What follows belongs to an exercise in optimizing a design on an open flow for small area; a production flow would make more cautious choices. Function was checked by simulation only, so behaviour that the tests miss may differ from the original. The clock port is modelled as an ideal driver; clocking choices that lean on that would not hold on a real chip. No activity file was given, so power comes from the tool's default toggle rates.

==> module cpuCore, before the edit <==
module cpuCore (
  input  logic        clk,
  input  logic        rstN,
  input  logic        instrValid,
  input  logic [15:0] instr,
  output logic [20:0] wb,
  output logic        hlt
);
  localparam logic [3:0] OpNop = 4'd7;
  logic [3:0]  op1, op2;    
  logic [11:0] f1, f2;      
  logic [3:0]  a2;          
  logic        halted;
  logic        accept;
  assign accept = rstN && instrValid && !halted;
  always_ff @(posedge clk) begin
    op1 <= accept ? instr[15:12] : OpNop;
    f1  <= instr[11:0];
    op2 <= rstN ? op1 : OpNop;
    f2  <= f1;
    a2  <= (op1 == 4'd10) ? f1[11:8] : f1[7:4];
    if (!rstN) begin
      halted <= 1'b0;
    end else if (accept && (instr[15:12] == 4'hf)) begin
      halted <= 1'b1;
    end
  end
  assign hlt = halted && (op1 != 4'hf) && (op2 != 4'hf);
  logic [3:0]  rd, rt;
  logic [7:0]  imm;
  logic [15:0] regs [0:15];
  logic [15:0] opA, opB, res;
  logic        writes;
  assign rd  = f2[11:8];
  assign rt  = f2[3:0];
  assign imm = f2[7:0];
  logic [15:0] selA, selB;
  logic [15:0] grpA [0:5];
  logic [15:0] grpB [0:5];
  assign selA = 16'd1 << a2;
  assign selB = 16'd1 << rt;
  always_comb begin
    for (int k = 0; k < 5; k++) begin
      grpA[k] = (regs[3 * k] & {16{selA[3 * k]}})
              | (regs[3 * k + 1] & {16{selA[3 * k + 1]}})
              | (regs[3 * k + 2] & {16{selA[3 * k + 2]}});
      grpB[k] = (regs[3 * k] & {16{selB[3 * k]}})
              | (regs[3 * k + 1] & {16{selB[3 * k + 1]}})
              | (regs[3 * k + 2] & {16{selB[3 * k + 2]}});
    end
    grpA[5] = regs[15] & {16{selA[15]}};
    grpB[5] = regs[15] & {16{selB[15]}};
    opA = grpA[0] | grpA[1] | grpA[2] | grpA[3] | grpA[4] | grpA[5];
    opB = grpB[0] | grpB[1] | grpB[2] | grpB[3] | grpB[4] | grpB[5];
  end
  logic        sub;
  logic [15:0] opBx, sum, gen, prop;
  logic [15:0] pg, pp;      
  logic [16:0] carry;
  assign sub  = op2[0];
  assign opBx = opB ^ {16{sub}};
  always_comb begin
    gen  = opA & opBx;
    prop = opA ^ opBx;
    pg   = gen;
    pp   = prop;
    pg[0] = gen[0] | (prop[0] & sub);
    for (int l = 1; l <= 4; l++) begin
      for (int j = (1 << l) - 1; j < 16; j += (1 << l)) begin
        pg[j] = pg[j] | (pp[j] & pg[j - (1 << (l - 1))]);
        pp[j] = pp[j] & pp[j - (1 << (l - 1))];
      end
    end
    for (int l = 3; l >= 1; l--) begin
      for (int j = (1 << l) + (1 << (l - 1)) - 1; j < 16; j += (1 << l)) begin
        pg[j] = pg[j] | (pp[j] & pg[j - (1 << (l - 1))]);
        pp[j] = pp[j] & pp[j - (1 << (l - 1))];
      end
    end
    carry[0] = sub;
    for (int i = 0; i < 16; i++) begin
      carry[i + 1] = pg[i];
    end
    sum = prop ^ carry[15:0];
  end
  logic        left;
  logic        fill;
  logic [15:0] shSt [0:4];
  logic [15:0] shRes;
  assign left = (op2[1:0] == 2'd0);
  assign fill = op2[1] & opA[15];
  always_comb begin
    shSt[0] = opA;
    for (int k = 0; k < 4; k++) begin
      for (int i = 0; i < 16; i++) begin
        shSt[k + 1][i] = (!rt[k] & shSt[k][i])
                       | (rt[k] & left & ((i >= (1 << k)) ? shSt[k][(i - (1 << k)) & 15] : 1'b0))
                       | (rt[k] & !left & ((i + (1 << k) <= 15) ? shSt[k][(i + (1 << k)) & 15] : fill));
      end
    end
    shRes = shSt[4];
  end
  logic selLd, selSh, selLg, selAdd;
  assign selLd  = rstN && op2[3];
  assign selSh  = rstN && !op2[3] && op2[2];
  assign selLg  = rstN && !op2[3] && !op2[2] && op2[1];
  assign selAdd = rstN && !op2[3] && !op2[2] && !op2[1];
  always_comb begin
    res = ({16{selLd}}  & (op2[0] ? {{8{imm[7]}}, imm} : {imm, opA[7:0]}))   
        | ({16{selSh}}  & shRes)                                             
        | ({16{selLg}}  & (op2[0] ? (prop & ~opA) : gen))                    
        | ({16{selAdd}} & sum);                                              
  end
  assign writes = (op2 <= 4'd6) || (op2 == 4'd10) || (op2 == 4'd11);
  always_ff @(posedge clk) begin
    if (!rstN) begin
      wb[20] <= 1'b0;
    end else begin
      wb[20] <= writes;
    end
    wb[19:0] <= {rd, res};
    for (int i = 0; i < 16; i++) begin
      if (!rstN || (writes && (rd == i[3:0]))) begin
        regs[i] <= res;
      end
    end
  end
endmodule
==> flow/config.mk <==
export PLATFORM = sky130hd
export DESIGN_NAME = cpuCore
export DESIGN_NICKNAME = cpuCore
export VERILOG_FILES = /design/flow/design.v
export SDC_FILE = /design/flow/constraint.sdc
export NUM_CORES = 4
export LEC_CHECK = 0
export ABC_AREA = 1
export CAP_MARGIN = 5
export CORE_MARGIN = 2
export CORE_UTILIZATION = 60
export SLEW_MARGIN = 5
==> flow/constraint.sdc <==
create_clock -name core_clock -period 6.0 [get_ports {clk}]
set_input_delay 1.2000 -clock core_clock [delete_from_list [all_inputs] [get_ports {clk}]]
set_output_delay 1.2000 -clock core_clock [all_outputs]
set_load 0.01 [all_outputs]
standard.sh (not shown) runs the stock make flow with config.mk's settings and CLKGATE_MAP_FILE= SYNTH_SCRIPT=/design/flow/synth_recipe.tcl, a recipe that flattens the netlist after the stock synthesis.
==> flow/flow/run.sh <==
#!/bin/bash
# Standard ORFS layout with these changes:
#  - synthesis maps combinational logic with flow/abc.script (flow/synth.tcl)
#    and without full-adder cells; registers are left as the standard synthesis
#    makes them;
#  - port buffers use the smallest buffer cell;
#  - clock tree: clkbuf_8 only, larger sink clusters, no dummy loads;
#  - the resizer's buffers are limited to buf_1 and buf_2 (flow/dontuse.tcl).
set -euo pipefail
W=$PWD
DU=$W/flow/dontuse.tcl
bash standard.sh SYNTH_SCRIPT=$W/flow/synth.tcl ADDER_MAP_FILE= \
  "BUFFER_PORTS_ARGS=-buffer_cell sky130_fd_sc_hd__buf_1" \
  "CTS_ARGS=-sink_clustering_enable -repair_clock_nets -dont_use_dummy_load -buf_list {sky130_fd_sc_hd__clkbuf_8} -sink_clustering_size 16 -sink_clustering_max_diameter 100" \
  PRE_GLOBAL_PLACE_TCL=$DU PRE_RESIZE_TCL=$DU PRE_CTS_TCL=$DU PRE_GLOBAL_ROUTE_TCL=$DU PRE_DETAIL_PLACE_TCL=$DU \
  finish > $W/run_make.log 2>&1
==> flow/flow/abc.script <==
strash; &get -n; &st; &dch; &nf -R 1000; &put
==> flow/flow/dontuse.tcl <==
# Keep the resizer's buffers small: it may use buf_1 and buf_2 only (the
# clock tree names its own buffer).
set_dont_use [get_lib_cells {sky130_fd_sc_hd__buf_4 sky130_fd_sc_hd__buf_6 sky130_fd_sc_hd__buf_8 sky130_fd_sc_hd__buf_12 sky130_fd_sc_hd__buf_16 sky130_fd_sc_hd__bufbuf_8 sky130_fd_sc_hd__bufbuf_16 sky130_fd_sc_hd__clkbuf_4 sky130_fd_sc_hd__clkbuf_16}]
==> flow/flow/synth.tcl <==
# The standard synthesis script, with only ABC's mapping script replaced
# (abc.script beside this file). Registers, their names and cell types are
# left exactly as the standard synthesis makes them.
set my_abc_script [file join [file dirname [file normalize [info script]]] abc.script]
if {![file exists $my_abc_script]} {
  error "missing $my_abc_script"
}
proc synth {args} { yosys synth -nofsm -noshare {*}$args }
proc abc {args} {
  set i [lsearch -exact $args -script]
  if {$i >= 0} {
    set args [lreplace $args [expr {$i + 1}] [expr {$i + 1}] $::my_abc_script]
  }
  yosys abc {*}$args
}
source $::env(SCRIPTS_DIR)/synth.tcl
# left out here: clear keep_hierarchy, flatten, clean up, hide names made inside functions, write 1_2_yosys.v
Change:
--- a/flow/design.v
+++ b/flow/design.v
@@ -34,27 +34,10 @@
   logic        writes;
   assign rd  = f2[11:8];
   assign rt  = f2[3:0];
   assign imm = f2[7:0];
-  logic [15:0] selA, selB;
-  logic [15:0] grpA [0:5];
-  logic [15:0] grpB [0:5];
-  assign selA = 16'd1 << a2;
-  assign selB = 16'd1 << rt;
-  always_comb begin
-    for (int k = 0; k < 5; k++) begin
-      grpA[k] = (regs[3 * k] & {16{selA[3 * k]}})
-              | (regs[3 * k + 1] & {16{selA[3 * k + 1]}})
-              | (regs[3 * k + 2] & {16{selA[3 * k + 2]}});
-      grpB[k] = (regs[3 * k] & {16{selB[3 * k]}})
-              | (regs[3 * k + 1] & {16{selB[3 * k + 1]}})
-              | (regs[3 * k + 2] & {16{selB[3 * k + 2]}});
-    end
-    grpA[5] = regs[15] & {16{selA[15]}};
-    grpB[5] = regs[15] & {16{selB[15]}};
-    opA = grpA[0] | grpA[1] | grpA[2] | grpA[3] | grpA[4] | grpA[5];
-    opB = grpB[0] | grpB[1] | grpB[2] | grpB[3] | grpB[4] | grpB[5];
-  end
+  assign opA = regs[a2];
+  assign opB = regs[rt];
   logic        sub;
   logic [15:0] opBx, sum, gen, prop;
   logic [15:0] pg, pp;      
   logic [16:0] carry;
@@ -84,23 +67,18 @@
     end
     sum = prop ^ carry[15:0];
   end
   logic        left;
-  logic        fill;
-  logic [15:0] shSt [0:4];
-  logic [15:0] shRes;
+  logic [15:0] shIn, shOut, shRes;
   assign left = (op2[1:0] == 2'd0);
-  assign fill = op2[1] & opA[15];
   always_comb begin
-    shSt[0] = opA;
-    for (int k = 0; k < 4; k++) begin
-      for (int i = 0; i < 16; i++) begin
-        shSt[k + 1][i] = (!rt[k] & shSt[k][i])
-                       | (rt[k] & left & ((i >= (1 << k)) ? shSt[k][(i - (1 << k)) & 15] : 1'b0))
-                       | (rt[k] & !left & ((i + (1 << k) <= 15) ? shSt[k][(i + (1 << k)) & 15] : fill));
-      end
+    for (int i = 0; i < 16; i++) begin
+      shIn[i] = left ? opA[15 - i] : opA[i];
     end
-    shRes = shSt[4];
+    shOut = 16'($signed({op2[1] & opA[15], shIn}) >>> rt);
+    for (int i = 0; i < 16; i++) begin
+      shRes[i] = left ? shOut[15 - i] : shOut[i];
+    end
   end
   logic selLd, selSh, selLg, selAdd;
   assign selLd  = rstN && op2[3];
   assign selSh  = rstN && !op2[3] && op2[2];
Result: The new run went through all stages and came out clean; fmax went up by 0.79%; combinational power climbs by about 6%; cell count is higher by 8.9%; clock power went down by about 2%; non-clock buffer count climbs by 25; die area rose by about 2.3%; worst setup slack improves by 0.044 ns; core utilization rose by 0.80 points; cell area is higher by 2.1%; power climbs by 1.4%; count of clock-buffer cells in the layout goes down by 1; wire length came out higher by 5.3%.

## static timing again, ports no longer ideal
How much do the figures lean on ideal ports? The routed layouts below were timed once more, with nothing changed but the port constraints.
Step 1 (the two cells are an assumption about what drives the block):
set clk [get_ports {clk}]
set_driving_cell -lib_cell sky130_fd_sc_hd__clkbuf_16 $clk
set_driving_cell -lib_cell sky130_fd_sc_hd__buf_2 [delete_from_list [all_inputs] $clk]
Step 2, shift: input delay + t, output delay - t, t = (earliest + latest rising clock arrival at the registers) / 2. This alone moves slack from input paths to output paths.
Three values: no drivers, after step 1, after step 2; two values: the first two.
| run | shift t [ns] | setup WS [ns] | worst data-port slew with drivers (ns) |
|---|---|---|---|
| the first run | 0.608 | 0.372 / 0.372 / 0.372 | 0.06 |
| the second run | 0.615 | 0.416 / 0.416 / 0.416 | 0.04 |
After both steps every run listed still meets setup and hold.
